From an optimization exercise on the open Yosys and OpenROAD flow, aimed at small area, a short achievable clock period and few clock cycles per item; shortcuts taken in it are not production practice. Function was checked by simulation only, so behaviour that the tests miss may differ from the original. No activity file was given, so power comes from the tool's default toggle rates.

<file path="config.mk">
export PLATFORM = sky130hd
export DESIGN_NAME = mac_array_acc
export DESIGN_NICKNAME = mac_array_acc
export VERILOG_FILES = /design/flow/design.v
export SDC_FILE = /design/flow/constraint.sdc
export NUM_CORES = 4
export LEC_CHECK = 0
export ABC_AREA = 1
export CAP_MARGIN = 20
export CORE_MARGIN = 2
export CORE_UTILIZATION = 55
export SETUP_SLACK_MARGIN = 0.8
export SLEW_MARGIN = 20
</file>
<file path="constraint.sdc">
create_clock -name core_clock -period 5.5 [get_ports {clk}]
set_input_delay 1.1000 -clock core_clock [delete_from_list [all_inputs] [get_ports {clk}]]
set_output_delay 1.1000 -clock core_clock [all_outputs]
set_load 0.01 [all_outputs]
</file>
<file path="design.v">
module mac_array_acc #(
  parameter int DATA_WIDTH = 8,
  parameter int ACC_WIDTH  = 32,
  parameter int LANES      = 4,
  parameter int LEN_W      = 16
) (
  input  logic                        clk,
  input  logic                        rst_n,
  input  logic                        start,
  input  logic [LEN_W-1:0]            vec_len,
  input  logic [LANES*ACC_WIDTH-1:0]  bias,
  input  logic                        sat_en,
  input  logic                        in_valid,
  output logic                        in_ready,
  input  logic [LANES*DATA_WIDTH-1:0] operand_a,
  input  logic [LANES*DATA_WIDTH-1:0] operand_b,
  output logic                        out_valid,
  input  logic                        out_ready,
  output logic [LANES*ACC_WIDTH-1:0]  out_data,
  output logic [LANES-1:0]            overflow,
  output logic                        busy
);
  logic             r_in_ready;
  logic             r_out_valid;
  logic [LEN_W-1:0] r_cnt;
  logic             r_sat;
  logic             w_beat, w_load, w_last, w_empty;
  assign busy    = r_in_ready | (r_out_valid & ~out_ready);
  assign w_load  = start & ~busy;
  assign w_beat  = in_valid & r_in_ready;
  assign w_last  = (r_cnt == LEN_W'(1));
  assign w_empty = (vec_len == '0);
  always_ff @(posedge clk or negedge rst_n) begin
    if (!rst_n) begin
      r_in_ready  <= 1'b0;
      r_out_valid <= 1'b0;
    end else begin
      if (w_load) begin
        r_in_ready  <= ~w_empty;
        r_out_valid <= w_empty;
      end else if (w_beat && w_last) begin
        r_in_ready  <= 1'b0;
        r_out_valid <= 1'b1;
      end else if (out_ready) begin
        r_out_valid <= 1'b0;
      end
    end
  end
  always_ff @(posedge clk) begin
    if (w_load) begin
      r_cnt <= vec_len;
      r_sat <= sat_en;
    end else if (w_beat) begin
      r_cnt <= r_cnt - 1'b1;
    end
  end
  for (genvar g = 0; g < LANES; g++) begin : g_lane
    logic [DATA_WIDTH-1:0] a_g;
    logic [11:0]           w_be;
    logic [15:0]           w_p, r_p, p_g;
    logic [15:0]           s;
    logic                  c;
    logic [ACC_WIDTH-1:0]  r_acc;
    logic                  r_ovf;
    logic [15:0]           hi, hi_nxt, lo_nxt;
    logic [15:0]           ones_below, zeros_below, m_up, m_dn, hi_c0, hi_c1;
    logic                  p_neg, f1, f0, v;
    logic                  is_max, is_min, sat_max, sat_min;
    assign a_g = operand_a[g*DATA_WIDTH +: DATA_WIDTH] & {DATA_WIDTH{w_beat}};
    mac_booth_enc u_enc (
      .b  (operand_b[g*DATA_WIDTH +: DATA_WIDTH]),
      .be (w_be)
    );
    mac_mul u_mul (
      .a  (a_g),
      .be (w_be),
      .p  (w_p)
    );
    always_ff @(posedge clk) begin
      r_p <= w_p;
    end
    assign p_g = r_p;
    mac_add16 u_add (
      .x (r_acc[15:0]),
      .y (p_g),
      .s (s),
      .c (c)
    );
    assign hi = r_acc[31:16];
    always_comb begin
      ones_below[0]  = 1'b1;
      zeros_below[0] = 1'b1;
      for (int i = 1; i < 16; i++) begin
        ones_below[i]  = ones_below[i-1] & hi[i-1];
        zeros_below[i] = zeros_below[i-1] & ~hi[i-1];
      end
    end
    assign is_max  = ones_below[15] & ~hi[15];
    assign is_min  = zeros_below[15] & hi[15];
    assign sat_max = r_sat & is_max;
    assign sat_min = r_sat & is_min;
    assign m_up    = ones_below & {16{~sat_max}};
    assign m_dn    = zeros_below & {16{~sat_min}};
    assign p_neg = p_g[15];
    assign hi_c1 = p_neg ? hi : (hi ^ m_up);
    assign hi_c0 = p_neg ? (hi ^ m_dn) : hi;
    assign hi_nxt = c ? hi_c1 : hi_c0;
    assign v  = c ? (~p_neg & is_max) : (p_neg & is_min);
    assign f1 = c & ~p_neg & sat_max;
    assign f0 = ~c & p_neg & sat_min;
    assign lo_nxt = (s | {16{f1}}) & ~{16{f0}};
    always_ff @(posedge clk) begin
      if (w_load) begin
        r_acc <= bias[g*ACC_WIDTH +: ACC_WIDTH];
        r_ovf <= 1'b0;
      end else begin
        r_acc <= {hi_nxt, lo_nxt};
        r_ovf <= r_ovf | v;
      end
    end
    assign out_data[g*ACC_WIDTH +: ACC_WIDTH] = {hi_nxt, lo_nxt};
    assign overflow[g] = r_ovf | v;
  end
  assign in_ready  = r_in_ready;
  assign out_valid = r_out_valid;
endmodule
module mac_mul (
  input  logic [7:0]  a,
  input  logic [11:0]  be,
  output logic [15:0] p
);
  wire p1 = ((be[0] & a[0]) | (be[1] & 1'b0)) ^ be[2];
  wire p2 = ((be[0] & a[1]) | (be[1] & a[0])) ^ be[2];
  wire p3 = ((be[0] & a[2]) | (be[1] & a[1])) ^ be[2];
  wire p4 = ((be[0] & a[3]) | (be[1] & a[2])) ^ be[2];
  wire p5 = ((be[0] & a[4]) | (be[1] & a[3])) ^ be[2];
  wire p6 = ((be[0] & a[5]) | (be[1] & a[4])) ^ be[2];
  wire p7 = ((be[0] & a[6]) | (be[1] & a[5])) ^ be[2];
  wire p8 = ((be[0] & a[7]) | (be[1] & a[6])) ^ be[2];
  wire p9 = ~(((be[0] & a[7]) | (be[1] & a[7])) ^ be[2]);
  wire p10 = ((be[3] & a[0]) | (be[4] & 1'b0)) ^ be[5];
  wire p11 = ((be[3] & a[1]) | (be[4] & a[0])) ^ be[5];
  wire p12 = ((be[3] & a[2]) | (be[4] & a[1])) ^ be[5];
  wire p13 = ((be[3] & a[3]) | (be[4] & a[2])) ^ be[5];
  wire p14 = ((be[3] & a[4]) | (be[4] & a[3])) ^ be[5];
  wire p15 = ((be[3] & a[5]) | (be[4] & a[4])) ^ be[5];
  wire p16 = ((be[3] & a[6]) | (be[4] & a[5])) ^ be[5];
  wire p17 = ((be[3] & a[7]) | (be[4] & a[6])) ^ be[5];
  wire p18 = ~(((be[3] & a[7]) | (be[4] & a[7])) ^ be[5]);
  wire p19 = ((be[6] & a[0]) | (be[7] & 1'b0)) ^ be[8];
  wire p20 = ((be[6] & a[1]) | (be[7] & a[0])) ^ be[8];
  wire p21 = ((be[6] & a[2]) | (be[7] & a[1])) ^ be[8];
  wire p22 = ((be[6] & a[3]) | (be[7] & a[2])) ^ be[8];
  wire p23 = ((be[6] & a[4]) | (be[7] & a[3])) ^ be[8];
  wire p24 = ((be[6] & a[5]) | (be[7] & a[4])) ^ be[8];
  wire p25 = ((be[6] & a[6]) | (be[7] & a[5])) ^ be[8];
  wire p26 = ((be[6] & a[7]) | (be[7] & a[6])) ^ be[8];
  wire p27 = ~(((be[6] & a[7]) | (be[7] & a[7])) ^ be[8]);
  wire p28 = ((be[9] & a[0]) | (be[10] & 1'b0)) ^ be[11];
  wire p29 = ((be[9] & a[1]) | (be[10] & a[0])) ^ be[11];
  wire p30 = ((be[9] & a[2]) | (be[10] & a[1])) ^ be[11];
  wire p31 = ((be[9] & a[3]) | (be[10] & a[2])) ^ be[11];
  wire p32 = ((be[9] & a[4]) | (be[10] & a[3])) ^ be[11];
  wire p33 = ((be[9] & a[5]) | (be[10] & a[4])) ^ be[11];
  wire p34 = ((be[9] & a[6]) | (be[10] & a[5])) ^ be[11];
  wire p35 = ((be[9] & a[7]) | (be[10] & a[6])) ^ be[11];
  wire p36 = ~(((be[9] & a[7]) | (be[10] & a[7])) ^ be[11]);
  wire s37 = be[11] ^ p7;
  wire c38 = be[11] & p7;
  wire s39 = p8 ^ p15;
  wire c40 = p8 & p15;
  wire s41 = 1'b1 ^ p9 ^ p16;
  wire c42 = (1'b1 & p9) | (1'b1 & p16) | (p9 & p16);
  wire s43 = 1'b1 ^ p17;
  wire c44 = 1'b1 & p17;
  wire s45 = be[8] ^ p5;
  wire c46 = be[8] & p5;
  wire s47 = p6 ^ p13;
  wire c48 = p6 & p13;
  wire s49 = p14 ^ p21 ^ p28;
  wire c50 = (p14 & p21) | (p14 & p28) | (p21 & p28);
  wire s51 = p22 ^ p29 ^ c38;
  wire c52 = (p22 & p29) | (p22 & c38) | (p29 & c38);
  wire s53 = p23 ^ p30 ^ c40;
  wire c54 = (p23 & p30) | (p23 & c40) | (p30 & c40);
  wire s55 = p24 ^ p31 ^ s43;
  wire c56 = (p24 & p31) | (p24 & s43) | (p31 & s43);
  wire s57 = p18 ^ p25 ^ p32;
  wire c58 = (p18 & p25) | (p18 & p32) | (p25 & p32);
  wire s59 = 1'b1 ^ p26;
  wire c60 = 1'b1 & p26;
  wire s61 = be[5] ^ p3;
  wire c62 = be[5] & p3;
  wire s63 = p4 ^ p11;
  wire c64 = p4 & p11;
  wire s65 = p12 ^ p19 ^ s45;
  wire c66 = (p12 & p19) | (p12 & s45) | (p19 & s45);
  wire s67 = p20 ^ c46 ^ s47;
  wire c68 = (p20 & c46) | (p20 & s47) | (c46 & s47);
  wire s69 = c48 ^ s37 ^ s49;
  wire c70 = (c48 & s37) | (c48 & s49) | (s37 & s49);
  wire s71 = s39 ^ c50 ^ s51;
  wire c72 = (s39 & c50) | (s39 & s51) | (c50 & s51);
  wire s73 = s41 ^ c52 ^ s53;
  wire c74 = (s41 & c52) | (s41 & s53) | (c52 & s53);
  wire s75 = c42 ^ c54 ^ s55;
  wire c76 = (c42 & c54) | (c42 & s55) | (c54 & s55);
  wire s77 = c44 ^ s57 ^ c56;
  wire c78 = (c44 & s57) | (c44 & c56) | (s57 & c56);
  wire s79 = p33 ^ s59 ^ c58;
  wire c80 = (p33 & s59) | (p33 & c58) | (s59 & c58);
  wire s81 = p27 ^ p34 ^ c60;
  wire c82 = (p27 & p34) | (p27 & c60) | (p34 & c60);
  wire s83 = 1'b1 ^ p35;
  wire c84 = 1'b1 & p35;
  wire g85 = be[2] & p1;
  wire g86 = p2 & 1'b0;
  wire g87 = p10 & s61;
  wire g88 = c62 & s63;
  wire g89 = c64 & s65;
  wire g90 = c66 & s67;
  wire g91 = c68 & s69;
  wire g92 = c70 & s71;
  wire g93 = c72 & s73;
  wire g94 = c74 & s75;
  wire g95 = s77 & c76;
  wire g96 = s79 & c78;
  wire g97 = s81 & c80;
  wire g98 = s83 & c82;
  wire g99 = p36 & c84;
  wire g100 = 1'b1 & 1'b0;
  wire pr101 = be[2] ^ p1;
  wire pr102 = p2 ^ 1'b0;
  wire pr103 = p10 ^ s61;
  wire pr104 = c62 ^ s63;
  wire pr105 = c64 ^ s65;
  wire pr106 = c66 ^ s67;
  wire pr107 = c68 ^ s69;
  wire pr108 = c70 ^ s71;
  wire pr109 = c72 ^ s73;
  wire pr110 = c74 ^ s75;
  wire pr111 = s77 ^ c76;
  wire pr112 = s79 ^ c78;
  wire pr113 = s81 ^ c80;
  wire pr114 = s83 ^ c82;
  wire pr115 = p36 ^ c84;
  wire pr116 = 1'b1 ^ 1'b0;
  wire G117 = g86 | (pr102 & g85);
  wire P118 = pr102 & pr101;
  wire G119 = g88 | (pr104 & g87);
  wire P120 = pr104 & pr103;
  wire G121 = g90 | (pr106 & g89);
  wire P122 = pr106 & pr105;
  wire G123 = g92 | (pr108 & g91);
  wire P124 = pr108 & pr107;
  wire G125 = g94 | (pr110 & g93);
  wire P126 = pr110 & pr109;
  wire G127 = g96 | (pr112 & g95);
  wire P128 = pr112 & pr111;
  wire G129 = g98 | (pr114 & g97);
  wire P130 = pr114 & pr113;
  wire G131 = g100 | (pr116 & g99);
  wire P132 = pr116 & pr115;
  wire G133 = g87 | (pr103 & G117);
  wire P134 = pr103 & P118;
  wire G135 = G119 | (P120 & G117);
  wire P136 = P120 & P118;
  wire G137 = g91 | (pr107 & G121);
  wire P138 = pr107 & P122;
  wire G139 = G123 | (P124 & G121);
  wire P140 = P124 & P122;
  wire G141 = g95 | (pr111 & G125);
  wire P142 = pr111 & P126;
  wire G143 = G127 | (P128 & G125);
  wire P144 = P128 & P126;
  wire G145 = g99 | (pr115 & G129);
  wire P146 = pr115 & P130;
  wire G147 = G131 | (P132 & G129);
  wire P148 = P132 & P130;
  wire G149 = g89 | (pr105 & G135);
  wire P150 = pr105 & P136;
  wire G151 = G121 | (P122 & G135);
  wire P152 = P122 & P136;
  wire G153 = G137 | (P138 & G135);
  wire P154 = P138 & P136;
  wire G155 = G139 | (P140 & G135);
  wire P156 = P140 & P136;
  wire G157 = g97 | (pr113 & G143);
  wire P158 = pr113 & P144;
  wire G159 = G129 | (P130 & G143);
  wire P160 = P130 & P144;
  wire G161 = G145 | (P146 & G143);
  wire P162 = P146 & P144;
  wire G163 = G147 | (P148 & G143);
  wire P164 = P148 & P144;
  wire G165 = g93 | (pr109 & G155);
  wire P166 = pr109 & P156;
  wire G167 = G125 | (P126 & G155);
  wire P168 = P126 & P156;
  wire G169 = G141 | (P142 & G155);
  wire P170 = P142 & P156;
  wire G171 = G143 | (P144 & G155);
  wire P172 = P144 & P156;
  wire G173 = G157 | (P158 & G155);
  wire P174 = P158 & P156;
  wire G175 = G159 | (P160 & G155);
  wire P176 = P160 & P156;
  wire G177 = G161 | (P162 & G155);
  wire P178 = P162 & P156;
  wire G179 = G163 | (P164 & G155);
  wire P180 = P164 & P156;
  wire S181 = pr102 ^ g85;
  wire S182 = pr103 ^ G117;
  wire S183 = pr104 ^ G133;
  wire S184 = pr105 ^ G135;
  wire S185 = pr106 ^ G149;
  wire S186 = pr107 ^ G151;
  wire S187 = pr108 ^ G153;
  wire S188 = pr109 ^ G155;
  wire S189 = pr110 ^ G165;
  wire S190 = pr111 ^ G167;
  wire S191 = pr112 ^ G169;
  wire S192 = pr113 ^ G171;
  wire S193 = pr114 ^ G173;
  wire S194 = pr115 ^ G175;
  wire S195 = pr116 ^ G177;
  assign p = {S195,S194,S193,S192,S191,S190,S189,S188,S187,S186,S185,S184,S183,S182,S181,pr101};
endmodule
module mac_add16 (
  input  logic [15:0] x,
  input  logic [15:0] y,
  output logic [15:0] s,
  output logic        c
);
  wire g196 = x[0] & y[0];
  wire g197 = x[1] & y[1];
  wire g198 = x[2] & y[2];
  wire g199 = x[3] & y[3];
  wire g200 = x[4] & y[4];
  wire g201 = x[5] & y[5];
  wire g202 = x[6] & y[6];
  wire g203 = x[7] & y[7];
  wire g204 = x[8] & y[8];
  wire g205 = x[9] & y[9];
  wire g206 = x[10] & y[10];
  wire g207 = x[11] & y[11];
  wire g208 = x[12] & y[12];
  wire g209 = x[13] & y[13];
  wire g210 = x[14] & y[14];
  wire g211 = x[15] & y[15];
  wire pr212 = x[0] ^ y[0];
  wire pr213 = x[1] ^ y[1];
  wire pr214 = x[2] ^ y[2];
  wire pr215 = x[3] ^ y[3];
  wire pr216 = x[4] ^ y[4];
  wire pr217 = x[5] ^ y[5];
  wire pr218 = x[6] ^ y[6];
  wire pr219 = x[7] ^ y[7];
  wire pr220 = x[8] ^ y[8];
  wire pr221 = x[9] ^ y[9];
  wire pr222 = x[10] ^ y[10];
  wire pr223 = x[11] ^ y[11];
  wire pr224 = x[12] ^ y[12];
  wire pr225 = x[13] ^ y[13];
  wire pr226 = x[14] ^ y[14];
  wire pr227 = x[15] ^ y[15];
  wire G228 = g197 | (pr213 & g196);
  wire P229 = pr213 & pr212;
  wire G230 = g199 | (pr215 & g198);
  wire P231 = pr215 & pr214;
  wire G232 = g201 | (pr217 & g200);
  wire P233 = pr217 & pr216;
  wire G234 = g203 | (pr219 & g202);
  wire P235 = pr219 & pr218;
  wire G236 = g205 | (pr221 & g204);
  wire P237 = pr221 & pr220;
  wire G238 = g207 | (pr223 & g206);
  wire P239 = pr223 & pr222;
  wire G240 = g209 | (pr225 & g208);
  wire P241 = pr225 & pr224;
  wire G242 = g211 | (pr227 & g210);
  wire P243 = pr227 & pr226;
  wire G244 = g198 | (pr214 & G228);
  wire P245 = pr214 & P229;
  wire G246 = G230 | (P231 & G228);
  wire P247 = P231 & P229;
  wire G248 = g202 | (pr218 & G232);
  wire P249 = pr218 & P233;
  wire G250 = G234 | (P235 & G232);
  wire P251 = P235 & P233;
  wire G252 = g206 | (pr222 & G236);
  wire P253 = pr222 & P237;
  wire G254 = G238 | (P239 & G236);
  wire P255 = P239 & P237;
  wire G256 = g210 | (pr226 & G240);
  wire P257 = pr226 & P241;
  wire G258 = G242 | (P243 & G240);
  wire P259 = P243 & P241;
  wire G260 = g200 | (pr216 & G246);
  wire P261 = pr216 & P247;
  wire G262 = G232 | (P233 & G246);
  wire P263 = P233 & P247;
  wire G264 = G248 | (P249 & G246);
  wire P265 = P249 & P247;
  wire G266 = G250 | (P251 & G246);
  wire P267 = P251 & P247;
  wire G268 = g208 | (pr224 & G254);
  wire P269 = pr224 & P255;
  wire G270 = G240 | (P241 & G254);
  wire P271 = P241 & P255;
  wire G272 = G256 | (P257 & G254);
  wire P273 = P257 & P255;
  wire G274 = G258 | (P259 & G254);
  wire P275 = P259 & P255;
  wire G276 = g204 | (pr220 & G266);
  wire P277 = pr220 & P267;
  wire G278 = G236 | (P237 & G266);
  wire P279 = P237 & P267;
  wire G280 = G252 | (P253 & G266);
  wire P281 = P253 & P267;
  wire G282 = G254 | (P255 & G266);
  wire P283 = P255 & P267;
  wire G284 = G268 | (P269 & G266);
  wire P285 = P269 & P267;
  wire G286 = G270 | (P271 & G266);
  wire P287 = P271 & P267;
  wire G288 = G272 | (P273 & G266);
  wire P289 = P273 & P267;
  wire G290 = G274 | (P275 & G266);
  wire P291 = P275 & P267;
  wire S292 = pr213 ^ g196;
  wire S293 = pr214 ^ G228;
  wire S294 = pr215 ^ G244;
  wire S295 = pr216 ^ G246;
  wire S296 = pr217 ^ G260;
  wire S297 = pr218 ^ G262;
  wire S298 = pr219 ^ G264;
  wire S299 = pr220 ^ G266;
  wire S300 = pr221 ^ G276;
  wire S301 = pr222 ^ G278;
  wire S302 = pr223 ^ G280;
  wire S303 = pr224 ^ G282;
  wire S304 = pr225 ^ G284;
  wire S305 = pr226 ^ G286;
  wire S306 = pr227 ^ G288;
  assign s = {S306,S305,S304,S303,S302,S301,S300,S299,S298,S297,S296,S295,S294,S293,S292,pr212};
  assign c = G290;
endmodule
module mac_booth_enc (
  input  logic [7:0]  b,
  output logic [11:0] be
);
  for (genvar k = 0; k < 4; k++) begin : g_d
    logic b1, b0, bm;
    assign b1 = b[2*k+1];
    assign b0 = b[2*k];
    if (k == 0) begin : g_z
      assign bm = 1'b0;
    end else begin : g_n
      assign bm = b[2*k-1];
    end
    assign be[3*k]   = b0 ^ bm;
    assign be[3*k+1] = (b1 & ~b0 & ~bm) | (~b1 & b0 & bm);
    assign be[3*k+2] = b1;
  end
endmodule
</file>
<file path="flow/run.sh">
#!/bin/bash
# The standard layout, with the smallest plain buffer on every port in
# place of the default port buffer cell, and a clock tree without dummy
# loads and with larger sink clusters.
set -euo pipefail
bash standard.sh \
  'BUFFER_PORTS_ARGS=-buffer_cell sky130_fd_sc_hd__buf_1' \
  'CTS_ARGS=-sink_clustering_enable -repair_clock_nets -dont_use_dummy_load -sink_clustering_size 30 -sink_clustering_max_diameter 80' \
  finish > standard.log 2>&1
</file>
<file path="standard.sh">
#!/bin/bash
# synth_recipe.tcl (not shown) runs the flow's synth.tcl, then flattens the netlist and writes it again
# the make line also repeats each setting of config.mk as NAME=value (left out here)
make -C /OpenROAD-flow-scripts/flow DESIGN_CONFIG=/design/flow/config.mk WORK_HOME=/design/flow/orfs CLKGATE_MAP_FILE= SYNTH_SCRIPT=/design/flow/synth_recipe.tcl "${@:-finish}"
</file>
==> results of run 1 <==
cell type report:
cell class,count,area [um2],area share (%)
diodes,1,2.50,0.0114
clock buffers,19,475,2.17
inverters,401,1520,6.92
multi-input cells,2063,13200,60.2
flip-flops and latches,215,4490,20.4
well taps,455,569,2.59
repair buffers,391,1680,7.64
repair inverters,1,7.51,0.0342
state kept, by name, summed over array words and instances (netlist names):
| name | flops |
|---|---|
| r_sat | 1 |
| r_out_valid | 1 |
| r_in_ready | 1 |
| r_cnt | 16 |
| g_lane.r_ovf | 4 |
| g_lane.r_p | 64 |
| g_lane.r_acc | 128 |
layer usage:
layer,vias up,wire (um)
met1,8715,25000
met3,96,3830
met2,671,24100
li1,9580,-
met4,0,1620
met5,-,0
critical path, stage by stage (launching register included):
cell and delay [ns]:
dfxtp_2 0.36, ha_1 0.15, inv_1 0.04, fa_1 0.36
inv_1 0.11, nand3_1 0.08, nand2_1 0.11, nand3_1 0.08
nand2_1 0.10, nand2_1 0.07, nand2_2 0.08, a21o_1 0.20
nand2_4 0.11, nand2_8 0.12, buf_4 0.12, nand3_1 0.05
o21ai_1 0.11, xor2_1 0.44, buf_1 0.20
where the power goes:
part | switching, mW | internal (mW) | leakage, nW | total, mW
clock | 0.597 | 0.609 | 0.234 | 1.21
combinational | 7.44 | 4.39 | 8.66 | 11.8
sequential | 0.645 | 2.49 | 1.84 | 3.14
kinds of logic after synthesis:
logic type / share of synthesized area, %
AO/OA/AOI/OAI: 13.6
XOR/XNOR: 9.97
adder cells (fa/ha/maj): 18.9
buffers and inverters: 9.75
flip-flops: 23.2
AND/OR/NAND/NOR: 24.5
cell usage in the layout (no fill, tap or decap), drive strengths merged, types with 7 or more instances in the layout:
| cell | netlist | routed |
|---|---|---|
| dfxtp | 196 | 196 |
| nand2 | 726 | 730 |
| clkbuf | 51 | 24 |
| nor3 | 42 | 42 |
| o211ai | 14 | 14 |
| xnor2 | 44 | 44 |
| nor2 | 171 | 171 |
| a21oi | 123 | 123 |
| or2 | 10 | 10 |
| fa | 84 | 84 |
| ha | 158 | 158 |
| nor4 | 10 | 10 |
| nand3 | 123 | 123 |
| nand3b | 7 | 7 |
| nand4 | 41 | 41 |
| xor2 | 176 | 176 |
| o21ai | 172 | 172 |
| inv | 398 | 396 |
| o21bai | 13 | 13 |
| a211oi | 12 | 12 |
| o22ai | 108 | 108 |
| edfxtp | 17 | 17 |
| a31oi | 9 | 9 |
| buf | 33 | 386 |
what timing repair did:
action / in CTS / in global routing
gates cloned: 3 / 2
pin swaps: 0 / 5
endpoints found under the setup margin: 68 / 103
gates resized for setup: 17 / 46
setup buffers: 6 / 17
Yosys cell counts, types with 2 or more instances:
| cell type | n |
|---|---|
| o211ai_1 | 14 |
| o21bai_1 | 13 |
| buf_1 | 7 |
| o21ai_1 | 24 |
| buf_4 | 4 |
| a21oi_1 | 115 |
| o31ai_1 | 2 |
| xor2_1 | 176 |
| nor3_4 | 2 |
| ha_1 | 158 |
| a21o_1 | 2 |
| and2_1 | 3 |
| nor3_2 | 5 |
| nand3b_1 | 6 |
| nand3_1 | 122 |
| o21a_1 | 4 |
| nor2_1 | 171 |
| edfxtp_1 | 17 |
| o21ai_0 | 148 |
| xnor2_1 | 44 |
| inv_1 | 384 |
| nand2_2 | 6 |
| dfrtp_1 | 2 |
| inv_2 | 14 |
| nor4_1 | 10 |
| a31oi_1 | 9 |
| a21boi_0 | 2 |
| o22ai_1 | 108 |
| nand4_1 | 41 |
| nand2_1 | 720 |
| a21oi_2 | 7 |
| clkinv_1 | 3 |
| a211oi_1 | 12 |
| nor3_1 | 35 |
| or2_2 | 8 |
| fa_1 | 84 |
| buf_2 | 20 |
| dfxtp_1 | 196 |
| or2_1 | 2 |
| clkbuf_1 | 50 |
per-stage QoR:
stage	hold slack, ns	setup WS, ns	cells	utilization (%)	total power [mW]
3_5_place_dp	0.527	0.415	3498	60.9	14.2
3_3_place_gp	0.511	0.516	3498	60.9	13.9
2_1_floorplan	0.534	0.849	2759	-	11.1
4_1_cts	0.320	0.816	3526	62.7	15.8
5_1_grt	0.326	0.795	3546	63.6	18.0
6_report	0.338	0.998	3546	63.6	16.2
worst paths after layout:
path / from / endpoint / depth (start not counted)
max: g_lane[1].r_p[0] / out_data[49] / 18
min: rst_n / r_in_ready / 1
max reg2reg: r_in_ready / g_lane[0].r_p[15] / 21
min reg2reg: g_lane[1].r_ovf / g_lane[1].r_ovf / 3
max in group asynchronous: rst_n / r_out_valid / 1
min in group core_clock: g_lane[1].r_ovf / g_lane[1].r_ovf / 3
==> impl_metrics.csv, run 1 <==
group,metric,value,unit
outcome,outcome,"complete, no violations",
die,ios,349,
die,core_area,0.0345,mm2
timing,setup-violations-final,0,
yosys,async_flop_share,0.930,%
cts,clock_latency,0.54,ns
timing,maxSlewHeadroom,49.5,%
die,chipHeight,191,um
die,placement_rows,68,
detailed_routing,via_count,19100,
power_and_ir_drop,power.ir.vdd_worst,0.000577,V
timing,max_clock_freq,222,MHz
yosys,synth_warnings,1,
yosys,syn-num-nets,3215,
placement,gpl_wtd_cong,0.953,
global_routing,grt_start_max_net_pins,82,
finish,fillerInstances,3316,
timing,worst_pin_slew,0.757,ns
worst_setup_path,cp_data_required_time,4.40,ns
worst_setup_path,critical_path_peak_fanout,8,
power_and_ir_drop,cellLeakagePower,10.7,nW
finish,final_nets,3548,
global_routing,global_route.usage.met1,40.5,%
timing,rsz0062_at_grt,"false",
yosys,yosys_register_bits,215,
global_routing,first_global_vias,17800,
yosys,synth_top_flop_cell,"dfxtp_1",
worst_setup_path,critPathLaunchType,"flop",
timing,finalSetupTns,0,ns
detailed_routing,initialDrtViolationCount,1144,
job,max_cap_violations,0,
cts,cts_root_buf,"clkbuf_16",
power_and_ir_drop,cellPowerDensity,737,mW/mm2
yosys,number_of_synthesized_flops_with_an_enable_pin,17,
yosys,synth.yosys.seq_area_share,23.2,%
die,die_w,191,um
timing,period_share,81.9,%
global_routing,grt_first_pass_wirelength,87300,um
detailed_routing,drt_first_pass_iters,5,
worst_setup_path,worst_ep_arrival_time,3.40,ns
cts,cts_inserted_buffers,19,
yosys,synth_top_cells_by_area,"dfxtp_1 (20%), nand2_1 (14%), ha_1 (10%), fa_1 (8.7%), xor2_1 (8.0%)",
global_routing,number_of_antenna_violations_at_the_first_check_in_global_routing,1,
finish,synthToLayoutAreaGrowth,13.6,%
yosys,mappedNetlistArea,0.0193,mm2
global_routing,grt_overflow_total,0,
global_routing,grt.busiest_layer,"met2",
placement,hpwl,42400,um
timing,slew_viol_final,0,
yosys,synth_area_per_cell,7.01,um2
placement,placement.cell_area,0.0210,mm2
cts,worst_case_clock_buffer_depth,3,
cts,cts-htree-levels,1,
worst_setup_path,worst-r2r-setup-slack,1.32,ns
timing,hold_violations,0,
detailed_routing,post-route-drc-count,0,
cts,tritoncts_clock_tree,"built",
yosys,yosys.area.top_type_share,20.3,%
cts,cts_num_sinks,215,
worst_setup_path,critical_path.endpoint_type,"output port",
detailed_routing,detail_route.vias_per_cell,5.38,
global_routing,grt_util_met3,3.27,%
detailed_routing,wire_per_inst,15.4,um
hold_path,holdCritPathClass,"in -> async",
global_routing,global_route.usage.met2,47.2,%
detailed_routing,antenna_violating_nets_post_route,0,
timing,period_minus_slack,4.50,ns
timing,worst_clock_skew,0.0639,ns
placement,port-buffer-count,348,
finish,fraction_of_final_layout_cells_with_drive_strength_greater_than_1,4.92,%
worst_setup_path,timing.setup.critical_path_class,"reg -> out",
global_routing,grt.total_usage,29.2,%
yosys,post-synth-top-area-cell,"dfxtp_1",
yosys,netlist_instances,2759,
yosys,synth.lib_cells_used.distinct,49,
die,design.die.area,0.0367,mm2
die,floorplan.initialDensity,56.0,%
detailed_routing,routed_wirelength,54500,um
finish,postLayoutCellArea,0.0220,mm2
cts,clk_pin_slew_worst_paths,0.09,ns
cts,cts-hold-fix-buffers,0,
Testbench counts, summed over its fixed seeds: cycles 5,520, jobs 320.
==> run 2: changes to the inputs <==
--- a/config.mk
+++ b/config.mk
@@ -8,6 +8,6 @@
 export ABC_AREA = 1
 export CAP_MARGIN = 20
 export CORE_MARGIN = 2
-export CORE_UTILIZATION = 55
-export SETUP_SLACK_MARGIN = 0.8
+export CORE_UTILIZATION = 65
+export SETUP_SLACK_MARGIN = 1.0
 export SLEW_MARGIN = 20
==> impl_metrics.csv, run 2 <==
group,metric,value,unit
outcome,outcome,"complete, no violations",
yosys,yosys.cell_count.top_type,"nand2_1",
die,design.die.area,0.0311,mm2
worst_setup_path,cp_num_buf_inv,5,
timing,maxSlewHeadroom,25.3,%
power_and_ir_drop,power.ir.vdd_worst,0.000480,V
yosys,yosys-mux-area-fraction,0,%
detailed_routing,drt_first_pass_iters,6,
yosys,synth.lib_cells_used.distinct,49,
cts,clk_pin_slew_worst_paths,0.11,ns
yosys,async_flop_share,0.930,%
placement,hpwl,41600,um
worst_setup_path,cpPeakStageDelay,0.42,ns
worst_setup_path,worst_ep_arrival_time,3.31,ns
placement,placement.cell_area,0.0209,mm2
timing,rsz0062_at_grt,"true",
timing,slew_viol_final,0,
yosys,syn-num-nets,3215,
timing,setup-violations-final,0,
global_routing,first_global_vias,18200,
hold_path,holdCritPathClass,"in -> async",
detailed_routing,routed_wirelength,55300,um
global_routing,grt.total_usage,33.8,%
worst_setup_path,critical_register_to_register_path_endpoint,"g_lane[2].r_p[14]",
cts,cts-hold-fix-buffers,0,
detailed_routing,post-route-drc-count,0,
power_and_ir_drop,cellLeakagePower,10.8,nW
cts,cts_root_buf,"clkbuf_16",
global_routing,grt_start_max_net_pins,171,
worst_setup_path,critical_path.endpoint_type,"output port",
worst_setup_path,timing.setup.critical_path_class,"reg -> out",
yosys,netlist_instances,2759,
yosys,synth_top_cells_by_area,"dfxtp_1 (20%), nand2_1 (14%), ha_1 (10%), fa_1 (8.7%), xor2_1 (8.0%)",
worst_setup_path,worstPathCellList,"inv_1, fa_1, inv_2, nand3_1, nand2_2, nand3_1, nand2_1, nand2_1, nand2_1, nand2_1, nand2_4, nand3_4, nand2_4, buf_4, nand4_1, buf_6, a21oi_1, buf_2",
timing,finalSetupTns,0,ns
worst_setup_path,crit_top_cell,"nand2_1",
finish,synthToLayoutAreaGrowth,14.2,%
worst_setup_path,timing.reg2reg.worst_path_depth,21,
yosys,post-synth-top-area-cell,"dfxtp_1",
worst_setup_path,critPathLaunchType,"flop",
yosys,yosys.area.top_type_share,20.3,%
cts,cts_inserted_buffers,14,
worst_setup_path,cp_slowest_cell,"fa_1",
detailed_routing,antenna_violating_nets_post_route,0,
die,chipHeight,176,um
yosys,synth_top_family_by_area,"simple AND/OR/NAND/NOR gates",
global_routing,number_of_antenna_violations_at_the_first_check_in_global_routing,2,
timing,max_clock_freq,227,MHz
die,core_area,0.0295,mm2
timing,period_minus_slack,4.41,ns
placement,post-place-ws,0.381,ns
yosys,synth_top_flop_cell,"dfxtp_1",
detailed_routing,initialDrtViolationCount,1667,
timing,hold_slack,0.372,ns
timing,period_share,80.3,%
finish,fraction_of_final_layout_cells_with_drive_strength_greater_than_1,7.77,%
timing,worst_clock_skew,0.0671,ns
yosys,mappedNetlistArea,0.0193,mm2
finish,top_regs,"g_lane.r_acc x128, g_lane.r_p x64, r_cnt x16",
cts,cts-htree-levels,1,
worst_setup_path,cp_data_required_time,4.40,ns
global_routing,grt_overflow_total,0,
cts,cts_num_sinks,215,
detailed_routing,via_count,19600,
finish,postLayoutCellArea,0.0221,mm2
yosys,yosys_register_bits,215,
yosys,post_synth_xor_area_fraction,9.97,%
timing,worst_slack,1.09,ns
worst_setup_path,regToRegStartpoint,"r_in_ready",
finish,final_cell_mix,"nand2_1 (686), inv_1 (376), buf_1 (325)",
yosys,synth.yosys.seq_area_share,23.2,%
die,die_w,176,um
finish,final_nets,3559,
cts,tritoncts_clock_tree,"built",
worst_setup_path,cp_top_family,"simple AND/OR/NAND/NOR gates",
detailed_routing,detail_route.vias_per_cell,5.62,
die,floorplan.initialDensity,65.6,%
placement,port-buffer-count,348,
finish,mostFrequentLayoutCell,"nand2_1",
yosys,synth_area_per_cell,7.01,um2
yosys,compound_gate_portion_of_the_synthesized_area,13.6,%
timing,hold_violations,0,
die,placement_rows,63,
detailed_routing,wire_per_inst,15.8,um
finish,fillerInstances,2378,
power_and_ir_drop,cellPowerDensity,734,mW/mm2
yosys,post_synth_fa_ha_maj_area_fraction,18.9,%
worst_setup_path,critical_path_peak_fanout,20,
cts,clock_latency,0.52,ns
die,ios,349,
yosys,number_of_synthesized_flops_with_an_enable_pin,17,
finish,final_core_util,74.9,%
timing,worst_pin_slew,1.12,ns
global_routing,grt_first_pass_wirelength,86500,um
job,max_cap_violations,0,
yosys,synth_commonest_cells,"nand2_1 (720), inv_1 (384), dfxtp_1 (196)",
cts,worst_case_clock_buffer_depth,3,
placement,gpl_wtd_cong,0.997,
yosys,synth-simple-area-share,24.5,%
worst_setup_path,worst-r2r-setup-slack,1.51,ns
yosys,synth_warnings,1,
finish,top_register,"g_lane.r_acc",
finish,largest_register_ff_count,128,
==> run 2: cell counts after synthesis <==
No cell type changed its count.
==> run 2: layout make-up <==
class	count	area, um2	area share [%]
sequential	215	4490	20.3
antenna	4	10.0	0.0453
tap	390	488	2.21
timing repair buffer	403	1800	8.17
inverter	401	1530	6.94
clock buffer	14	350	1.59
multi-input combinational	2067	13400	60.7
timing repair inverter	1	7.51	0.0340
==> run 2: routing by layer <==
layer  wire, um  part of all wire [%]  vias up  GRT usage, %
met5          0                     0        -             0
met4       1460                   2.6        0          10.2
met3       5140                   9.3       95          5.36
met2      25400                    46      958          56.6
met1      23200                    42     8969          45.0
li1           -                     -     9623             -
==> run 2: metrics by stage <==
step | total power [mW] | std cells
after global placement | 13.7 | 3432
after floorplan | 11.1 | 2759
after global routing | 17.9 | 3493
after CTS | 15.6 | 3460
final | 16.2 | 3495
after detailed placement | 14.1 | 3432
==> run 2: worst max path at each step <==
| stage | startpoint | endpoint | slack, ns | depth (start not counted) |
|---|---|---|---|---|
| 3_3_place_gp | operand_b[23] | g_lane[2].r_p[14] | 0.41 | 19 |
| 6_report | g_lane[0].r_acc[1] | out_data[12] | 1.09 | 18 |
| 3_5_place_dp | operand_b[23] | g_lane[2].r_p[14] | 0.38 | 19 |
| 2_1_floorplan | operand_b[21] | g_lane[2].r_p[9] | 1.0 | 13 |
| 5_1_grt | g_lane[0].r_acc[1] | out_data[7] | 0.97 | 18 |
| 4_1_cts | g_lane[1].r_p[0] | out_data[59] | 1.00 | 19 |
==> run 2: what timing repair did <==
item                       in CTS  in global routing
setup endpoints to repair     113                147
gates resized for setup        36                116
setup buffers                   9                 26
pin swaps                       3                 16
gates cloned                    5                  5
==> run 2: where the power goes <==
| group | switching, mW | internal [mW] | leakage [nW] |
|---|---|---|---|
| Sequential | 0.653 | 2.49 | 1.84 |
| Combinational | 7.53 | 4.54 | 8.83 |
| Clock | 0.543 | 0.457 | 0.173 |
==> run 2: kinds of logic after synthesis <==
| family | Yosys count |
|---|---|
| and+or+nand+nor | 1134 |
| AOI/OAI and AO/OA | 463 |
| buffers and inverters | 485 |
| DFF | 215 |
| xor gates and xnor gates | 220 |
| adders and majority gates | 242 |
==> run 3: changes to the inputs <==
--- a/config.mk
+++ b/config.mk
@@ -6,8 +6,9 @@
 export NUM_CORES = 4
 export LEC_CHECK = 0
 export ABC_AREA = 1
+export ABC_CLOCK_PERIOD_IN_PS = 4400
 export CAP_MARGIN = 20
 export CORE_MARGIN = 2
-export CORE_UTILIZATION = 65
+export CORE_UTILIZATION = 55
 export SETUP_SLACK_MARGIN = 1.0
 export SLEW_MARGIN = 20
==> impl_metrics.csv, run 3 <==
group,metric,value,unit
outcome,outcome,"complete, no violations",
worst_setup_path,cp_slowest_cell,"dfxtp_2",
timing,rsz0062_at_grt,"true",
cts,worst_case_clock_buffer_depth,3,
placement,post-place-cells,3504,
detailed_routing,routed_wirelength,55800,um
detailed_routing,detail_route.vias_per_cell,5.42,
detailed_routing,post-route-drc-count,0,
cts,tritoncts_clock_tree,"built",
worst_setup_path,cp-startpoint,"g_lane[3].r_p[0]",
finish,top_regs,"g_lane.r_acc x128, g_lane.r_p x64, r_cnt x16",
global_routing,grt_overflow_total,0,
timing,maxSlewHeadroom,23.6,%
job,max_cap_violations,0,
yosys,synth_commonest_cells,"nand2_1 (720), inv_1 (384), dfxtp_1 (196)",
cts,cts-htree-levels,1,
placement,gpl_wtd_cong,0.931,
finish,stdcell_count,3565,
power_and_ir_drop,finalPower,16.2,mW
die,ios,349,
cts,cts-hold-fix-buffers,0,
placement,post-place-ws,0.550,ns
die,core_area,0.0345,mm2
worst_setup_path,worst_ep_arrival_time,3.27,ns
worst_setup_path,worstSetupEndpoint,"out_data[109]",
global_routing,grt.total_usage,29.6,%
finish,mostFrequentLayoutCell,"nand2_1",
finish,fraction_of_final_layout_cells_with_drive_strength_greater_than_1,7.92,%
timing,worst_pin_slew,1.15,ns
finish,final_cell_mix,"nand2_1 (687), inv_1 (375), buf_1 (328)",
worst_setup_path,critical_path_peak_fanout,8,
global_routing,first_global_vias,18200,
placement,hpwl,42900,um
detailed_routing,initialDrtViolationCount,1342,
yosys,syn-num-nets,3215,
yosys,yosys.area.top_type_share,20.3,%
detailed_routing,antenna_violating_nets_post_route,0,
timing,period_minus_slack,4.37,ns
worst_setup_path,critical_register_to_register_path_endpoint,"g_lane[1].r_p[9]",
worst_setup_path,regToRegStartpoint,"r_in_ready",
worst_setup_path,cp_num_buf_inv,3,
timing,finalSetupTns,0,ns
timing,hold_violations,0,
timing,period_share,79.4,%
yosys,netlist_instances,2759,
timing,slew_viol_final,0,
worst_setup_path,worstPathCellList,"ha_1, inv_1, fa_1, inv_1, nand3_1, nand2_1, nand3_1, nand2_1, nand2_1, nand2_2, a21o_4, nand2_2, nand2_4, nand2_2, or2_4, a21oi_2, clkbuf_2",
cts,cts_root_buf,"clkbuf_16",
timing,worst_slack,1.13,ns
die,chipHeight,191,um
finish,top_register,"g_lane.r_acc",
yosys,mappedNetlistArea,0.0193,mm2
yosys,synth_area_per_cell,7.01,um2
cts,cts_num_sinks,215,
power_and_ir_drop,power.ir.vdd_worst,0.000379,V
worst_setup_path,worst-path-stages,17,
power_and_ir_drop,cellLeakagePower,10.9,nW
worst_setup_path,cp_top_family,"simple AND/OR/NAND/NOR gates",
die,die_w,191,um
global_routing,grt_start_max_net_pins,122,
yosys,post-synth-top-area-cell,"dfxtp_1",
yosys,number_of_synthesized_flops_with_an_enable_pin,17,
timing,max_clock_freq,229,MHz
cts,clock_latency,0.52,ns
global_routing,grt_first_pass_wirelength,88600,um
die,design.die.area,0.0367,mm2
finish,largest_register_ff_count,128,
yosys,synth_top_cells_by_area,"dfxtp_1 (20%), nand2_1 (14%), ha_1 (10%), fa_1 (8.7%), xor2_1 (8.0%)",
die,floorplan.initialDensity,56.0,%
detailed_routing,via_count,19300,
yosys,async_flop_share,0.930,%
detailed_routing,wire_per_inst,15.7,um
die,placement_rows,68,
yosys,synth.yosys.seq_area_share,23.2,%
timing,worst_clock_skew,0.0649,ns
yosys,yosys.cell_count.top_type,"nand2_1",
yosys,synth_warnings,1,
placement,port-buffer-count,348,
worst_setup_path,critPathLaunchType,"flop",
worst_setup_path,cp_data_required_time,4.40,ns
worst_setup_path,cpPeakStageDelay,0.37,ns
finish,final_nets,3566,
worst_setup_path,timing.reg2reg.worst_path_depth,15,
finish,synthToLayoutAreaGrowth,15.2,%
worst_setup_path,worst-r2r-setup-slack,1.42,ns
worst_setup_path,critical_path.endpoint_type,"output port",
yosys,yosys_register_bits,215,
timing,setup-violations-final,0,
power_and_ir_drop,cellPowerDensity,729,mW/mm2
detailed_routing,drt_first_pass_iters,5,
timing,hold_slack,0.360,ns
worst_setup_path,timing.setup.critical_path_class,"reg -> out",
yosys,synth_top_flop_cell,"dfxtp_1",
cts,clk_pin_slew_worst_paths,0.10,ns
cts,cts_inserted_buffers,17,
global_routing,number_of_antenna_violations_at_the_first_check_in_global_routing,2,
yosys,synth.lib_cells_used.distinct,49,
hold_path,holdCritPathClass,"in -> async",
==> run 3: stage by stage <==
stage          area (um2)  utilization (%)
4_1_cts             21700             62.9
3_3_place_gp        21100             61.0
6_report            22300             64.5
2_1_floorplan       19300                -
5_1_grt             22300             64.4
3_5_place_dp        21100             61.0
==> run 3: how the worst min path moves through the flow <==
stage / cells past startpoint / slack, ns / end
floorplan: 3 / 0.53 / g_lane[1].r_acc[29]
global placement: 3 / 0.51 / g_lane[1].r_ovf
detailed placement: 3 / 0.53 / g_lane[1].r_ovf
CTS: 1 / 0.35 / r_out_valid
global route: 1 / 0.35 / r_in_ready
finish: 1 / 0.36 / r_in_ready
==> run 3: cell type report <==
| type | instances | area [um2] |
|---|---|---|
| Antenna cell | 2 | 5.00 |
| Multi-Input combinational cell | 2066 | 13400 |
| Clock buffer | 17 | 425 |
| Sequential cell | 215 | 4490 |
| Tap cell | 455 | 569 |
| Inverter | 401 | 1540 |
| Fill cell | 3260 | 12300 |
| Timing Repair inverter | 1 | 7.51 |
| Timing Repair Buffer | 408 | 1850 |
==> run 3: report_power, final <==
group / internal [mW] / leakage, nW / switching (mW)
sequential: 2.49 / 1.84 / 0.662
combinational: 4.53 / 8.82 / 7.45
clock: 0.548 / 0.210 / 0.561
total: 7.57 / 10.9 / 8.67
==> run 3: timing repair <==
action	in CTS	in global routing
setup endpoints to repair	104	134
pin swaps	3	20
buffers inserted	17	16
gates cloned	4	5
hold endpoints to repair	0	0
resized for setup	19	129
==> run 3: kinds of logic after synthesis <==
logic type,after synthesis,synth area share (%)
adder cells (fa/ha/maj),242,18.9
flip-flops,215,23.2
XOR/XNOR,220,9.97
buffers and inverters,485,9.75
AO/OA/AOI/OAI,463,13.6
AND/OR/NAND/NOR,1134,24.5
==> run 3: routing by layer <==
metal	up-vias	share of wire [%]	GRT usage [%]	wire (um)
li1	9632	-	-	-
met1	8896	45	41.4	25200
met2	712	44	47.5	24800
met3	89	7.9	4.35	4380
met4	0	2.5	7.90	1390
met5	-	0	0	0
==> run 4: changes to the inputs <==
--- a/config.mk
+++ b/config.mk
@@ -6,7 +6,7 @@
 export NUM_CORES = 4
 export LEC_CHECK = 0
 export ABC_AREA = 1
-export ABC_CLOCK_PERIOD_IN_PS = 4400
+export ABC_CLOCK_PERIOD_IN_PS = 3500
 export CAP_MARGIN = 20
 export CORE_MARGIN = 2
 export CORE_UTILIZATION = 55
==> impl_metrics.csv, run 4 <==
group,metric,value,unit
outcome,outcome,"complete, no violations",
yosys,netlist_instances,2759,
worst_setup_path,cp_top_family,"simple AND/OR/NAND/NOR gates",
finish,fraction_of_final_layout_cells_with_drive_strength_greater_than_1,7.92,%
die,design.die.area,0.0367,mm2
cts,clock_latency,0.52,ns
worst_setup_path,critPathLaunchType,"flop",
yosys,synth.lib_cells_used.distinct,49,
yosys,yosys.cell_count.top_type,"nand2_1",
cts,cts_inserted_buffers,17,
placement,hpwl,42900,um
worst_setup_path,critical_path.endpoint_type,"output port",
worst_setup_path,worst_ep_arrival_time,3.27,ns
yosys,yosys_register_bits,215,
global_routing,number_of_antenna_violations_at_the_first_check_in_global_routing,2,
power_and_ir_drop,p_clk_share,6.8,%
worst_setup_path,timing.setup.critical_path_class,"reg -> out",
placement,post-place-ws,0.550,ns
die,core_area,0.0345,mm2
power_and_ir_drop,power.ir.vdd_worst,0.000379,V
detailed_routing,via_count,19300,
placement,gpl_wtd_cong,0.931,
power_and_ir_drop,pwr-share-comb,73.7,%
worst_setup_path,cpPeakStageDelay,0.37,ns
timing,worst_pin_slew,1.15,ns
yosys,yosys.area.top_type_share,20.3,%
global_routing,grt_overflow_total,0,
power_and_ir_drop,p_switching,8.67,mW
yosys,number_of_synthesized_flops_with_an_enable_pin,17,
finish,postLayoutCellArea,0.0223,mm2
yosys,synth_top_cells_by_area,"dfxtp_1 (20%), nand2_1 (14%), ha_1 (10%), fa_1 (8.7%), xor2_1 (8.0%)",
power_and_ir_drop,sw_frac_of_total,53.4,%
cts,cts-hold-fix-buffers,0,
yosys,synth.yosys.seq_area_share,23.2,%
worst_setup_path,cp_data_required_time,4.40,ns
die,ios,349,
timing,hold_slack,0.360,ns
yosys,post-synth-top-area-cell,"dfxtp_1",
global_routing,grt_start_max_net_pins,122,
timing,hold_violations,0,
timing,slew_viol_final,0,
detailed_routing,antenna_violating_nets_post_route,0,
hold_path,holdCritPathClass,"in -> async",
timing,worst_clock_skew,0.0649,ns
timing,period_minus_slack,4.37,ns
finish,top_regs,"g_lane.r_acc x128, g_lane.r_p x64, r_cnt x16",
timing,max_clock_freq,229,MHz
global_routing,first_global_vias,18200,
placement,port-buffer-count,348,
timing,setup-violations-final,0,
power_and_ir_drop,power.internal,7.57,mW
worst_setup_path,cp_num_buf_inv,3,
detailed_routing,routed_wirelength,55800,um
yosys,synth_top_flop_cell,"dfxtp_1",
cts,cts_num_sinks,215,
finish,largest_register_ff_count,128,
timing,period_share,79.4,%
power_and_ir_drop,part_of_the_power_in_registers,19.4,%
yosys,synth_area_per_cell,7.01,um2
finish,fillerInstances,3260,
cts,worst_case_clock_buffer_depth,3,
power_and_ir_drop,cellLeakagePower,10.9,nW
finish,synthToLayoutAreaGrowth,15.2,%
finish,final_cell_mix,"nand2_1 (687), inv_1 (375), buf_1 (328)",
die,floorplan.initialDensity,56.0,%
detailed_routing,detail_route.vias_per_cell,5.42,
cts,cts-htree-levels,1,
cts,tritoncts_clock_tree,"built",
global_routing,grt.total_usage,29.6,%
global_routing,grt_first_pass_wirelength,88600,um
die,die_w,191,um
yosys,synth_warnings,1,
detailed_routing,drt_first_pass_iters,5,
worst_setup_path,critical_path_peak_fanout,8,
finish,top_register,"g_lane.r_acc",
yosys,mappedNetlistArea,0.0193,mm2
timing,rsz0062_at_grt,"true",
cts,clk_pin_slew_worst_paths,0.10,ns
yosys,async_flop_share,0.930,%
yosys,syn-num-nets,3215,
detailed_routing,initialDrtViolationCount,1342,
timing,finalSetupTns,0,ns
worst_setup_path,worstPathCellList,"ha_1, inv_1, fa_1, inv_1, nand3_1, nand2_1, nand3_1, nand2_1, nand2_1, nand2_2, a21o_4, nand2_2, nand2_4, nand2_2, or2_4, a21oi_2, clkbuf_2",
finish,mostFrequentLayoutCell,"nand2_1",
detailed_routing,post-route-drc-count,0,
finish,final_nets,3566,
job,max_cap_violations,0,
timing,worst_slack,1.13,ns
power_and_ir_drop,cellPowerDensity,729,mW/mm2
yosys,synth_commonest_cells,"nand2_1 (720), inv_1 (384), dfxtp_1 (196)",
worst_setup_path,cp_slowest_cell,"dfxtp_2",
timing,maxSlewHeadroom,23.6,%
detailed_routing,wire_per_inst,15.7,um
die,chipHeight,191,um
die,placement_rows,68,
cts,cts_root_buf,"clkbuf_16",
placement,placement.cell_area,0.0211,mm2
## run 4: worst paths after layout
kind | from | endpoint | slack [ns] | cells after the start
min | rst_n | r_in_ready | 0.36 | 1
min reg2reg | r_in_ready | r_in_ready | 0.56 | 2
max in group asynchronous | rst_n | r_out_valid | 5.01 | 1
min in group core_clock | r_in_ready | r_in_ready | 0.56 | 2
max | g_lane[3].r_p[0] | out_data[109] | 1.13 | 17
max reg2reg | r_in_ready | g_lane[1].r_p[9] | 1.42 | 15
## run 4: logic make-up (layout without fill, tap and decap cells)
family | count (synthesis) | count (layout) | share of synthesized area (%)
adders and majority gates | 242 | 242 | 18.9
DFF | 215 | 215 | 23.2
other | 0 | 2 | 0
AOI/OAI and AO/OA | 463 | 463 | 13.6
and+or+nand+nor | 1134 | 1141 | 24.5
buffers and inverters | 485 | 827 | 9.75
xor gates and xnor gates | 220 | 220 | 9.97
## run 4: power groups by stage
stage | logic, mW | registers [mW] | clock network (mW)
3_3_place_gp | 10.7 | 3.15 | 0
5_1_grt | 13.6 | 3.25 | 1.19
2_1_floorplan | 8.19 | 2.90 | 0
6_report | 12.0 | 3.16 | 1.11
4_1_cts | 11.4 | 3.14 | 1.14
3_5_place_dp | 11.0 | 3.16 | 0
## run 4: final cells by class
type                    instances  area (um2)  area share (%)
flip-flops and latches        215        4490            20.2
well taps                     455         569            2.56
inverters                     401        1540            6.91
multi-input cells            2066       13400            60.1
repair buffers                408        1850            8.29
repair inverters                1        7.51          0.0337
diodes                          2        5.00          0.0225
clock buffers                  17         425            1.91
## run 4: stage by stage
step                      total power, mW  utilization, %  std cells
after floorplan                      11.1               -       2759
after global placement               13.8            61.0       3504
after detailed placement             14.2            61.0       3504
after CTS                            15.7            62.9       3542
after global routing                 18.0            64.4       3564
final                                16.2            64.5       3565
## run 4: per-layer routing
layer / GRT usage (%) / up-vias / routed length [um]
met5: 0 / - / 0
met4: 7.90 / 0 / 1390
met3: 4.35 / 89 / 4380
met2: 47.5 / 712 / 24800
met1: 41.4 / 8896 / 25200
li1: - / 9632 / -
## run 4: timing repair
item,in CTS,in global routing
gates resized for setup,19,129
gates cloned,4,5
pin swaps,3,20
setup buffers,17,16
endpoints found under the setup margin,104,134
==> run 5: changes to the inputs <==
--- a/config.mk
+++ b/config.mk
@@ -6,9 +6,8 @@
 export NUM_CORES = 4
 export LEC_CHECK = 0
 export ABC_AREA = 1
-export ABC_CLOCK_PERIOD_IN_PS = 3500
 export CAP_MARGIN = 20
 export CORE_MARGIN = 2
 export CORE_UTILIZATION = 55
-export SETUP_SLACK_MARGIN = 1.0
+export SETUP_SLACK_MARGIN = 0.9
 export SLEW_MARGIN = 20
==> impl_metrics.csv, run 5 <==
group,metric,value,unit
yosys,synth_commonest_cells,"nand2_1 (720), inv_1 (384), dfxtp_1 (196)",
yosys,yosys-mux-area-fraction,0,%
yosys,number_of_synthesized_flops_with_an_enable_pin,17,
yosys,synth.lib_cells_used.distinct,49,
yosys,post_synth_xor_area_fraction,9.97,%
die,floorplan.initialDensity,56.0,%
detailed_routing,wl_met1,23500,um
finish,diodes,0,
die,die_w,191,um
timing,worst_clock_skew,0.0385,ns
yosys,yosys.cell_count.top_type,"nand2_1",
finish,final_nets,3558,
worst_setup_path,worst_ep_arrival_time,3.39,ns
placement,post-place-cells,3501,
cts,worst_case_clock_buffer_depth,3,
finish,stdcell_count,3555,
detailed_routing,antenna_violating_nets_post_route,0,
timing,worst_pin_slew,0.862,ns
detailed_routing,met3_length,3530,um
cts,tritoncts_clock_tree,"built",
yosys,synth_warnings,1,
timing,hold_violations,0,
worst_setup_path,critical_path_peak_fanout,13,
die,core_area,0.0345,mm2
die,design.die.area,0.0367,mm2
detailed_routing,met2_length,24700,um
finish,largest_register_ff_count,128,
placement,hpwl,42200,um
yosys,yosys_register_bits,215,
worst_setup_path,cpPeakStageDelay,0.64,ns
yosys,yosys.area.top_type_share,20.3,%
power_and_ir_drop,cellPowerDensity,724,mW/mm2
timing,maxSlewHeadroom,42.6,%
die,ios,349,
yosys,synth-simple-area-share,24.5,%
timing,finalSetupTns,0,ns
placement,placement.cell_area,0.0210,mm2
yosys,synth_top_cells_by_area,"dfxtp_1 (20%), nand2_1 (14%), ha_1 (10%), fa_1 (8.7%), xor2_1 (8.0%)",
cts,clk_pin_slew_worst_paths,0.08,ns
yosys,post-synth-top-area-cell,"dfxtp_1",
detailed_routing,initialDrtViolationCount,1021,
cts,clock_latency,0.50,ns
timing,slew_viol_final,0,
finish,top_register,"g_lane.r_acc",
global_routing,grt_first_pass_wirelength,86300,um
detailed_routing,detail_route.vias_per_cell,5.34,
finish,fraction_of_final_layout_cells_with_drive_strength_greater_than_1,5.97,%
yosys,synth_top_family_by_area,"simple AND/OR/NAND/NOR gates",
yosys,synth.yosys.seq_area_share,23.2,%
finish,fillerInstances,3254,
global_routing,grt_overflow_total,0,
die,placement_rows,68,
global_routing,number_of_antenna_violations_at_the_first_check_in_global_routing,1,
cts,cts_inserted_buffers,18,
cts,cts_root_buf,"clkbuf_16",
timing,max_clock_freq,223,MHz
yosys,async_flop_share,0.930,%
detailed_routing,wire_per_inst,15.2,um
worst_setup_path,timing.setup.critical_path_class,"reg -> out",
cts,cts-htree-levels,1,
yosys,synth_area_per_cell,7.01,um2
job,max_cap_violations,0,
yosys,compound_gate_portion_of_the_synthesized_area,13.6,%
global_routing,grt.total_usage,28.8,%
yosys,netlist_instances,2759,
placement,gpl_wtd_cong,1.01,
timing,period_share,81.6,%
worst_setup_path,cp_top_family,"compound AO/OA/AOI/OAI gates",
detailed_routing,routed_wirelength,54100,um
power_and_ir_drop,power.ir.vdd_worst,0.000482,V
power_and_ir_drop,cellLeakagePower,10.8,nW
global_routing,first_global_vias,18000,
worst_setup_path,critical_path.endpoint_type,"output port",
finish,top_regs,"g_lane.r_acc x128, g_lane.r_p x64, r_cnt x16",
detailed_routing,post-route-drc-count,0,
placement,port-buffer-count,348,
finish,postLayoutCellArea,0.0220,mm2
detailed_routing,drt_first_pass_iters,5,
worst_setup_path,worstPathCellList,"ha_1, inv_1, nor2_1, a211oi_2, nand2_8, buf_4, o21ai_0, xor2_1, buf_1",
timing,rsz0062_at_grt,"true",
worst_setup_path,cp_data_required_time,4.40,ns
hold_path,holdCritPathClass,"in -> async",
yosys,syn-num-nets,3215,
timing,period_minus_slack,4.49,ns
global_routing,grt_start_max_net_pins,115,
yosys,post_synth_fa_ha_maj_area_fraction,18.9,%
finish,final_cell_mix,"nand2_1 (702), inv_1 (378), buf_1 (345)",
die,chipHeight,191,um
worst_setup_path,critPathLaunchType,"flop",
timing,setup-violations-final,0,
finish,mostFrequentLayoutCell,"nand2_1",
detailed_routing,via_count,19000,
yosys,mappedNetlistArea,0.0193,mm2
cts,cts_num_sinks,215,
worst_setup_path,cp_num_buf_inv,3,
outcome,outcome,"complete, no violations",
worst_setup_path,cp_slowest_cell,"a211oi_2",
finish,synthToLayoutAreaGrowth,13.9,%
detailed_routing,routed.top_layer,"met5",
yosys,synth_top_flop_cell,"dfxtp_1",
==> run 5: cell counts after synthesis <==
Identical to the previous run, type by type.
==> run 5: power by group <==
part | total (mW) | internal, mW | switching (mW)
Combinational | 11.7 | 4.37 | 7.31
Clock | 1.15 | 0.579 | 0.571
Sequential | 3.12 | 2.49 | 0.630
==> run 5: logic make-up (layout without fill, tap and decap cells) <==
group / count (synthesis) / count (layout)
xor+xnor: 220 / 220
simple gates: 1134 / 1138
fa+ha+maj: 242 / 242
flops: 215 / 215
buf+inv: 485 / 822
compound gates: 463 / 463
==> run 5: worst reg2reg max path, delay by kind of cell, from the launching register on <==
| family | cells | cell delay (ns) |
|---|---|---|
| AND/OR/NAND/NOR | 8 | 0.83 |
| adder cells (fa/ha/maj) | 3 | 1.24 |
| buffers and inverters | 4 | 0.45 |
| flip-flops | 1 | 0.40 |
| AO/OA/AOI/OAI | 4 | 0.85 |
| XOR/XNOR | 1 | 0.25 |
==> run 5: area by class of cell <==
| cell class | instances | area, um2 | share of cell area, % |
|---|---|---|---|
| clock buffer | 18 | 450 | 2.05 |
| inverter | 401 | 1530 | 6.93 |
| multi-input combinational | 2063 | 13200 | 60.1 |
| sequential | 215 | 4490 | 20.4 |
| tap | 455 | 569 | 2.59 |
| timing repair buffer | 402 | 1750 | 7.94 |
| timing repair inverter | 1 | 7.51 | 0.0341 |
==> run 5: repair_timing <==
item                       4_1_cts  5_1_grt
setup endpoints to repair       49      123
pin swaps                        1        7
gates cloned                     3        2
hold buffers                     0        0
hold endpoints to repair         0        0
buffers inserted                 9       22
resized for setup                9       71
==> run 5: per-stage QoR <==
step	hold WS, ns	power [mW]	setup WS [ns]	util [%]
final	0.407	15.9	1.01	63.7
after floorplan	0.534	11.1	0.918	-
after global routing	0.415	17.7	0.888	63.7
after CTS	0.403	15.6	0.905	62.5
after detailed placement	0.527	14.1	0.460	60.9
after global placement	0.510	13.9	0.539	60.9
==> run 5: path summary, 6_finish.rpt <==
kind | from | end | slack [ns] | cells after the start
max in group asynchronous | rst_n | r_in_ready | 4.96 | 1
hold reg to reg | g_lane[0].r_ovf | g_lane[0].r_ovf | 0.54 | 4
setup / recovery | g_lane[0].r_p[15] | out_data[17] | 1.01 | 9
hold / removal | rst_n | r_out_valid | 0.41 | 1
min in group core_clock | g_lane[0].r_ovf | g_lane[0].r_ovf | 0.54 | 4
setup reg to reg | r_in_ready | g_lane[3].r_p[15] | 1.40 | 20
==> run 5: layer usage <==
layer,track usage [%],up-vias
met5,0,-
met4,12.8,2
met3,3.98,119
met2,48.3,670
met1,36.8,8607
li1,-,9596
==> run 6: changes to the inputs <==
--- a/config.mk
+++ b/config.mk
@@ -9,5 +9,5 @@
 export CAP_MARGIN = 20
 export CORE_MARGIN = 2
 export CORE_UTILIZATION = 55
-export SETUP_SLACK_MARGIN = 0.9
+export SETUP_SLACK_MARGIN = 1.1
 export SLEW_MARGIN = 20
==> impl_metrics.csv, run 6 <==
group,metric,value,unit
detailed_routing,antenna_violating_nets_post_route,0,
outcome,outcome,"complete, no violations",
global_routing,first_global_vias,17800,
finish,largest_register_ff_count,128,
global_routing,grt.total_usage,29.4,%
finish,synthToLayoutAreaGrowth,17.2,%
yosys,yosys.area.top_type_share,20.3,%
timing,setup-violations-final,0,
placement,gpl_wtd_cong,0.974,
yosys,synth_warnings,1,
detailed_routing,wire_per_inst,15.9,um
die,placement_rows,68,
finish,fraction_of_final_layout_cells_with_drive_strength_greater_than_1,9.71,%
timing,rsz0062_at_grt,"true",
power_and_ir_drop,cellLeakagePower,11.0,nW
finish,top_register,"g_lane.r_acc",
placement,post-place-ws,0.427,ns
finish,final_cell_mix,"nand2_1 (677), inv_1 (374), buf_1 (322)",
timing,worst_pin_slew,1.00,ns
yosys,synth.yosys.seq_area_share,23.2,%
timing,maxSlewHeadroom,33.3,%
yosys,synth_commonest_cells,"nand2_1 (720), inv_1 (384), dfxtp_1 (196)",
worst_setup_path,cp_num_buf_inv,6,
yosys,yosys.cell_count.top_type,"nand2_1",
worst_setup_path,cp_slowest_cell,"fa_1",
finish,mostFrequentLayoutCell,"nand2_1",
worst_setup_path,cpPeakStageDelay,0.34,ns
worst_setup_path,critPathLaunchType,"flop",
worst_setup_path,cp_top_family,"simple AND/OR/NAND/NOR gates",
yosys,async_flop_share,0.930,%
yosys,synth_area_per_cell,7.01,um2
worst_setup_path,cp_data_required_time,4.40,ns
hold_path,holdCritPathClass,"in -> async",
global_routing,number_of_antenna_violations_at_the_first_check_in_global_routing,0,
cts,tritoncts_clock_tree,"built",
worst_setup_path,worstPathCellList,"ha_1, inv_1, fa_1, inv_1, nand3_1, nand2_1, nand3_1, nand2_1, nand2_1, nand2_2, a21o_4, nand2_2, nand2_4, buf_4, buf_4, nand2_1, o21ai_0, xor2_1, inv_1, buf_1",
detailed_routing,via_count,19400,
timing,finalSetupTns,0,ns
yosys,mappedNetlistArea,0.0193,mm2
detailed_routing,detail_route.vias_per_cell,5.43,
yosys,number_of_synthesized_flops_with_an_enable_pin,17,
worst_setup_path,critical_path.endpoint_type,"output port",
die,design.die.area,0.0367,mm2
cts,clk_pin_slew_worst_paths,0.08,ns
power_and_ir_drop,cellPowerDensity,738,mW/mm2
yosys,syn-num-nets,3215,
die,core_area,0.0345,mm2
detailed_routing,post-route-drc-count,0,
detailed_routing,drt_first_pass_iters,5,
die,die_w,191,um
die,floorplan.initialDensity,56.0,%
placement,port-buffer-count,348,
cts,cts-hold-fix-buffers,0,
yosys,synth_top_flop_cell,"dfxtp_1",
timing,period_share,77.3,%
global_routing,grt_overflow_total,0,
timing,hold_violations,0,
placement,hpwl,42800,um
worst_setup_path,timing.setup.critical_path_class,"reg -> out",
timing,period_minus_slack,4.25,ns
power_and_ir_drop,power.ir.vdd_worst,0.000575,V
die,ios,349,
worst_setup_path,worst_ep_arrival_time,3.15,ns
finish,final_nets,3577,
cts,cts_inserted_buffers,17,
yosys,synth_top_cells_by_area,"dfxtp_1 (20%), nand2_1 (14%), ha_1 (10%), fa_1 (8.7%), xor2_1 (8.0%)",
global_routing,grt_first_pass_wirelength,88000,um
worst_setup_path,timing.reg2reg.worst_path_depth,15,
detailed_routing,initialDrtViolationCount,1417,
worst_setup_path,critical_path_peak_fanout,7,
yosys,synth.lib_cells_used.distinct,49,
timing,worst_slack,1.25,ns
finish,top_regs,"g_lane.r_acc x128, g_lane.r_p x64, r_cnt x16",
cts,clock_latency,0.52,ns
timing,slew_viol_final,0,
yosys,post-synth-top-area-cell,"dfxtp_1",
finish,diodes,0,
die,chipHeight,191,um
timing,worst_clock_skew,0.0661,ns
yosys,yosys_register_bits,215,
detailed_routing,routed_wirelength,56800,um
worst_setup_path,crit_top_cell,"nand2_1",
job,max_cap_violations,0,
global_routing,grt_start_max_net_pins,101,
cts,cts_num_sinks,215,
yosys,netlist_instances,2759,
cts,cts_root_buf,"clkbuf_16",
finish,final_core_util,65.6,%
worst_setup_path,worst-path-stages,20,
cts,cts-htree-levels,1,
timing,max_clock_freq,235,MHz
cts,worst_case_clock_buffer_depth,3,
run 6: cell counts after synthesis:
No cell type changed its count.
run 6: cell type report:
type | instances | area [um2]
clock buffer | 17 | 425
fill | 3227 | 11900
inverter | 401 | 1540
multi-input combinational | 2064 | 13600
sequential | 215 | 4490
tap | 455 | 569
timing repair buffer | 420 | 2020
timing repair inverter | 2 | 12.5
run 6: layer usage:
layer / up-vias / track usage (%) / wire length [um]
li1: 9655 / - / -
met1: 8949 / 40.3 / 25200
met2: 730 / 48.8 / 25700
met3: 80 / 3.95 / 4350
met4: 0 / 7.34 / 1640
met5: - / 0 / 0
run 6: worst paths after layout:
kind                             startpoint               end  slack (ns)
min                                   rst_n       r_out_valid        0.36
min reg2reg                 g_lane[0].r_ovf   g_lane[0].r_ovf        0.54
max in group asynchronous             rst_n        r_in_ready        5.01
max                        g_lane[3].r_p[0]     out_data[115]        1.25
min in group core_clock     g_lane[0].r_ovf   g_lane[0].r_ovf        0.54
max reg2reg                      r_in_ready  g_lane[2].r_p[9]        1.50
run 6: timing repair:
action | CTS | global route
buffers inserted | 15 | 34
endpoints found under the setup margin | 113 | 148
gates cloned | 3 | 8
endpoints found under the hold margin | 0 | 0
pin swaps | 5 | 27
gates resized for setup | 36 | 174
run 6: where the power goes:
part	switching (mW)	internal, mW
Clock	0.564	0.549
Combinational	7.62	4.83
Sequential	0.663	2.50
Total	8.85	7.88
run 6: per-stage QoR:
stage               cells  total power [mW]  area, um2  hold slack (ns)
floorplan            2759              11.1      19400            0.534
CTS                  3532              15.8      21700            0.357
finish               3574              16.7      22700            0.365
global route         3574              18.4      22700            0.351
detailed placement   3497              14.2      21100            0.514
global placement     3496              13.9      21000            0.511
run 6: cells by family after synthesis:
logic type | share of synthesized area [%]
AND/OR/NAND/NOR | 24.5
buffers and inverters | 9.75
AO/OA/AOI/OAI | 13.6
adder cells (fa/ha/maj) | 18.9
XOR/XNOR | 9.97
flip-flops | 23.2

Check on run 6: ideal ports give 1.247 ns setup slack; a clkbuf_16 on the clock port and buf_2 on the inputs give 1.190 ns; moving port delays by the midpoint clock arrival (0.548 ns) as well gives 0.749 ns.
